Context: an optimization exercise on an open-source flow, tuned for small area and a short achievable clock period. The choices shown serve that exercise and are no tape-out recipe.
At most, simulation tests tie the RTL to the original design; equivalence was not proved.
Power figures rest on the tool's default switching activity, not on a simulated workload.

==> flow/design.v <==
module sync_fifo_param #(
    parameter int WIDTH     = 8,
    parameter int ADDR_BITS = 9,
    parameter int AF_LEVEL  = 480,
    parameter int AE_LEVEL  = 32
) (
    input  logic                 clk,
    input  logic                 rst,
    input  logic                 wr,
    input  logic [WIDTH-1:0]     wr_data,
    output logic                 not_full,
    input  logic                 rd,
    output logic [WIDTH-1:0]     rd_data,
    output logic                 not_empty,
    output logic [ADDR_BITS:0]   count,
    output logic                 almost_full,
    output logic                 almost_empty,
    output logic                 overflow,
    output logic                 underflow,
    input  logic                 err_clr
);
    localparam int CW    = ADDR_BITS + 1;
    localparam int DEPTH = 2 ** ADDR_BITS;
    localparam int GRP   = 64;               
    localparam int NGRP  = DEPTH / GRP;
    logic [CW-1:0]    r_count;
    logic             r_not_full, r_not_empty, r_almost_full, r_almost_empty;
    logic             r_overflow, r_underflow;
    logic [WIDTH-1:0] r_rd_data;
    logic w_acc, r_acc, inc, dec;
    assign w_acc = ~wr & r_not_full;
    assign r_acc = ~rd & r_not_empty;
    assign inc   = w_acc & ~r_acc;
    assign dec   = r_acc & ~w_acc;
    logic [WIDTH*DEPTH-1:0] r_mem;
    always_ff @(posedge clk) begin
        if (w_acc) begin
            r_mem <= {r_mem[WIDTH*(DEPTH-1)-1:0], wr_data};
        end
    end
    logic [7:0] r_f0n [WIDTH/2];    
    logic [7:0] r_f1, r_f2;
    logic [WIDTH*NGRP-1:0] w_part, r_part;
    logic [DEPTH/8-1:0] w_rowsel;
    always_comb begin
        for (int k = 0; k < DEPTH/8; k++) w_rowsel[k] = r_f1[k % 8] & r_f2[k / 8];
    end
    always_comb begin
        for (int b = 0; b < WIDTH; b++) begin
            for (int g = 0; g < NGRP; g++) begin
                logic acc;
                acc = 1'b1;
                for (int k = 0; k < GRP/8; k++) begin
                    logic inner;
                    inner = 1'b1;
                    for (int a = 0; a < 8; a++) inner = inner & (r_f0n[b/2][a] | r_mem[((g*GRP/8 + k)*8 + a)*WIDTH + b]);
                    acc = acc & (~w_rowsel[g*GRP/8 + k] | inner);
                end
                w_part[b*NGRP + g] = acc;
            end
        end
    end
    always_ff @(posedge clk) begin
        r_part <= w_part;
    end
    logic [WIDTH-1:0] w_fetched;
    always_comb begin
        for (int b = 0; b < WIDTH; b++) begin
            w_fetched[b] = &r_part[b*NGRP +: NGRP];
        end
    end
    logic             r_pv0, r_pv1, r_fv;
    logic [WIDTH-1:0] r_pq0, r_pq1;
    logic w_mem_wait;
    always_comb begin
        if (r_pv1 || (r_pv0 && r_fv)) w_mem_wait = (r_count > CW'(2));
        else if (r_pv0)               w_mem_wait = (r_count > CW'(1));
        else                          w_mem_wait = (r_count != '0);
    end
    logic w_room1;    
    assign w_room1 = r_acc ? ~(r_pv1 & r_fv) : ~(r_pv1 | (r_pv0 & r_fv));
    logic w_issue, w_byp;
    assign w_issue = w_mem_wait & w_room1;
    assign w_byp   = w_acc & ~w_mem_wait & (r_acc | ~r_pv1) & ~(r_pv0 & r_fv & ~r_acc);
    always_ff @(posedge clk) begin
        logic [WIDTH-1:0] q0, q1, q2, q3;
        logic [2:0]       n;
        n  = 3'd0;
        q0 = r_pq0; q1 = r_pq1; q2 = '0; q3 = '0;
        if (r_acc) begin
            q0 = r_pq1;
            n  = {2'b0, r_pv1};
        end else begin
            n  = {2'b0, r_pv0} + {2'b0, r_pv1};
        end
        if (r_fv) begin
            if (n == 3'd0) q0 = w_fetched; else q1 = w_fetched;
            n = n + 3'd1;
        end
        if (w_byp) begin
            if (n == 3'd0) q0 = wr_data; else q1 = wr_data;
            n = n + 3'd1;
        end
        r_pq0 <= q0;
        r_pq1 <= q1;
        if (rst) begin
            r_pv0 <= 1'b0;
            r_pv1 <= 1'b0;
            r_fv  <= 1'b0;
        end else begin
            r_pv0 <= (n != 3'd0);
            r_pv1 <= (n >= 3'd2);
            r_fv  <= w_issue;
        end
    end
    logic w_up, w_dn;
    assign w_up = w_acc & ~w_byp & ~w_issue;
    assign w_dn = w_issue & ~(w_acc & ~w_byp);
    always_ff @(posedge clk) begin
        if (rst) begin
            for (int b = 0; b < WIDTH/2; b++) r_f0n[b] <= 8'h7f;
            r_f1 <= 8'h80;
            r_f2 <= 8'h80;
        end else if (w_up) begin
            for (int b = 0; b < WIDTH/2; b++) r_f0n[b] <= {r_f0n[b][6:0], r_f0n[b][7]};
            if (!r_f0n[0][7]) begin
                r_f1 <= {r_f1[6:0], r_f1[7]};
                if (r_f1[7]) begin
                    r_f2 <= {r_f2[6:0], r_f2[7]};
                end
            end
        end else if (w_dn) begin
            for (int b = 0; b < WIDTH/2; b++) r_f0n[b] <= {r_f0n[b][0], r_f0n[b][7:1]};
            if (!r_f0n[0][0]) begin
                r_f1 <= {r_f1[0], r_f1[7:1]};
                if (r_f1[0]) begin
                    r_f2 <= {r_f2[0], r_f2[7:1]};
                end
            end
        end
    end
    logic [CW-1:0] w_cnt_inc, w_cnt_dec;
    assign w_cnt_inc = r_count + CW'(1);
    assign w_cnt_dec = r_count - CW'(1);
    always_ff @(posedge clk) begin
        if (rst) begin
            r_count        <= '0;
            r_not_full     <= 1'b1;
            r_not_empty    <= 1'b0;
            r_almost_full  <= 1'b0;
            r_almost_empty <= 1'b1;
            r_overflow     <= 1'b0;
            r_underflow    <= 1'b0;
            r_rd_data      <= '0;
        end else begin
            if (r_acc) begin
                r_rd_data <= r_pq0;
            end
            if (inc) begin
                r_count        <= w_cnt_inc;
                r_not_full     <= (r_count != CW'(DEPTH - 1));
                r_not_empty    <= 1'b1;
                r_almost_full  <= (r_count >= CW'(AF_LEVEL - 1));
                r_almost_empty <= (r_count <= CW'(AE_LEVEL - 1));
            end else if (dec) begin
                r_count        <= w_cnt_dec;
                r_not_full     <= 1'b1;
                r_not_empty    <= (r_count != CW'(1));
                r_almost_full  <= (r_count >= CW'(AF_LEVEL + 1));
                r_almost_empty <= (r_count <= CW'(AE_LEVEL + 1));
            end
            if (!wr && !r_not_full) begin
                r_overflow <= 1'b1;
            end else if (err_clr) begin
                r_overflow <= 1'b0;
            end
            if (!rd && !r_not_empty) begin
                r_underflow <= 1'b1;
            end else if (err_clr) begin
                r_underflow <= 1'b0;
            end
        end
    end
    assign count        = r_count;
    assign not_full     = r_not_full;
    assign not_empty    = r_not_empty;
    assign rd_data      = r_rd_data;
    assign almost_full  = r_almost_full;
    assign almost_empty = r_almost_empty;
    assign overflow     = r_overflow;
    assign underflow    = r_underflow;
endmodule
export LEC_CHECK = 0
export CAP_MARGIN = 20
export CORE_MARGIN = 2
export CORE_UTILIZATION = 60
export PLACE_DENSITY = 0.7
export SETUP_SLACK_MARGIN = 3.1
export SLEW_MARGIN = 20
create_clock -name core_clock -period 5.5 [get_ports {clk}]
standard.sh (not shown) runs the stock make flow with config.mk's settings and CLKGATE_MAP_FILE= SYNTH_SCRIPT=/design/flow/synth_recipe.tcl, a recipe that flattens the netlist after the stock synthesis.
==> flow/flow/run.sh <==
#!/bin/bash
set -euo pipefail
cd "$(dirname "${BASH_SOURCE[0]}")/.."
bash standard.sh \
  MATCH_CELL_FOOTPRINT=0 \
  "BUFFER_PORTS_ARGS=-buffer_cell sky130_fd_sc_hd__buf_4" \
  "CTS_ARGS=-sink_clustering_enable -repair_clock_nets -dont_use_dummy_load -sink_clustering_size 25 -sink_clustering_max_diameter 70" \
  finish > flow_make.log 2>&1
Rerun with:
--- a/flow/design.v
+++ b/flow/design.v
@@ -70,15 +70,11 @@
         end
     end
     logic             r_pv0, r_pv1, r_fv;
     logic [WIDTH-1:0] r_pq0, r_pq1;
     logic w_mem_wait;
-    always_comb begin
-        if (r_pv1 || (r_pv0 && r_fv)) w_mem_wait = (r_count > CW'(2));
-        else if (r_pv0)               w_mem_wait = (r_count > CW'(1));
-        else                          w_mem_wait = (r_count != '0);
-    end
+    assign w_mem_wait = ~(~r_f0n[0][7] & r_f1[7] & r_f2[7]);
     logic w_room1;    
     assign w_room1 = r_acc ? ~(r_pv1 & r_fv) : ~(r_pv1 | (r_pv0 & r_fv));
     logic w_issue, w_byp;
     assign w_issue = w_mem_wait & w_room1;
     assign w_byp   = w_acc & ~w_mem_wait & (r_acc | ~r_pv1) & ~(r_pv0 & r_fv & ~r_acc);
What happened: Global-route usage went up by 0.50 points. Power is lower by about 1.1%. Setup slack gains 0.57 ns. Cell count is about the same. Critical path depth decreases by 10. Count of clock-buffer cells in the layout climbs by 3. Design area hardly moves. Sequential power stays flat. Clock skew barely changes. Fmax is higher by 23%. Synthesized cell count stays flat.
The RTL of the first run of this note was laid out without a check of its function.

## re-timing with driven ports
How much do the figures lean on ideal ports? The routed layouts below were timed once more, with nothing changed but the port constraints.
Step 1 sets driving cells, clkbuf_16 on the clock port and buf_2 on the other inputs (assumed; they add their load-dependent delay and slew).
Step 2, shift: input delay + t, output delay - t, t = (earliest + latest rising clock arrival at the registers) / 2. This alone moves slack from input paths to output paths.
a / b / c = ideal / step 1 / step 2; a / b = the first two.
| run | t (ns) | setup WS [ns] | worst hold slack (ns) | worst setup path after step 2 | worst register clock-pin slew, ns |
|---|---|---|---|---|---|
| the first run | 0.961 | 2.414 / 2.414 / 1.955 | 0.397 / 0.347 / 0.397 | input to register | 0.11 / 0.11 |
| the second run | 0.924 | 2.982 / 2.917 / 2.264 | 0.403 / 0.403 / 0.403 | input to register | 0.10 / 0.10 |
After both steps setup and hold are still met in every run listed. For the second run, which loses most, drivers alone change the setup slack by -0.065 ns; drivers and shift together by -0.718 ns.
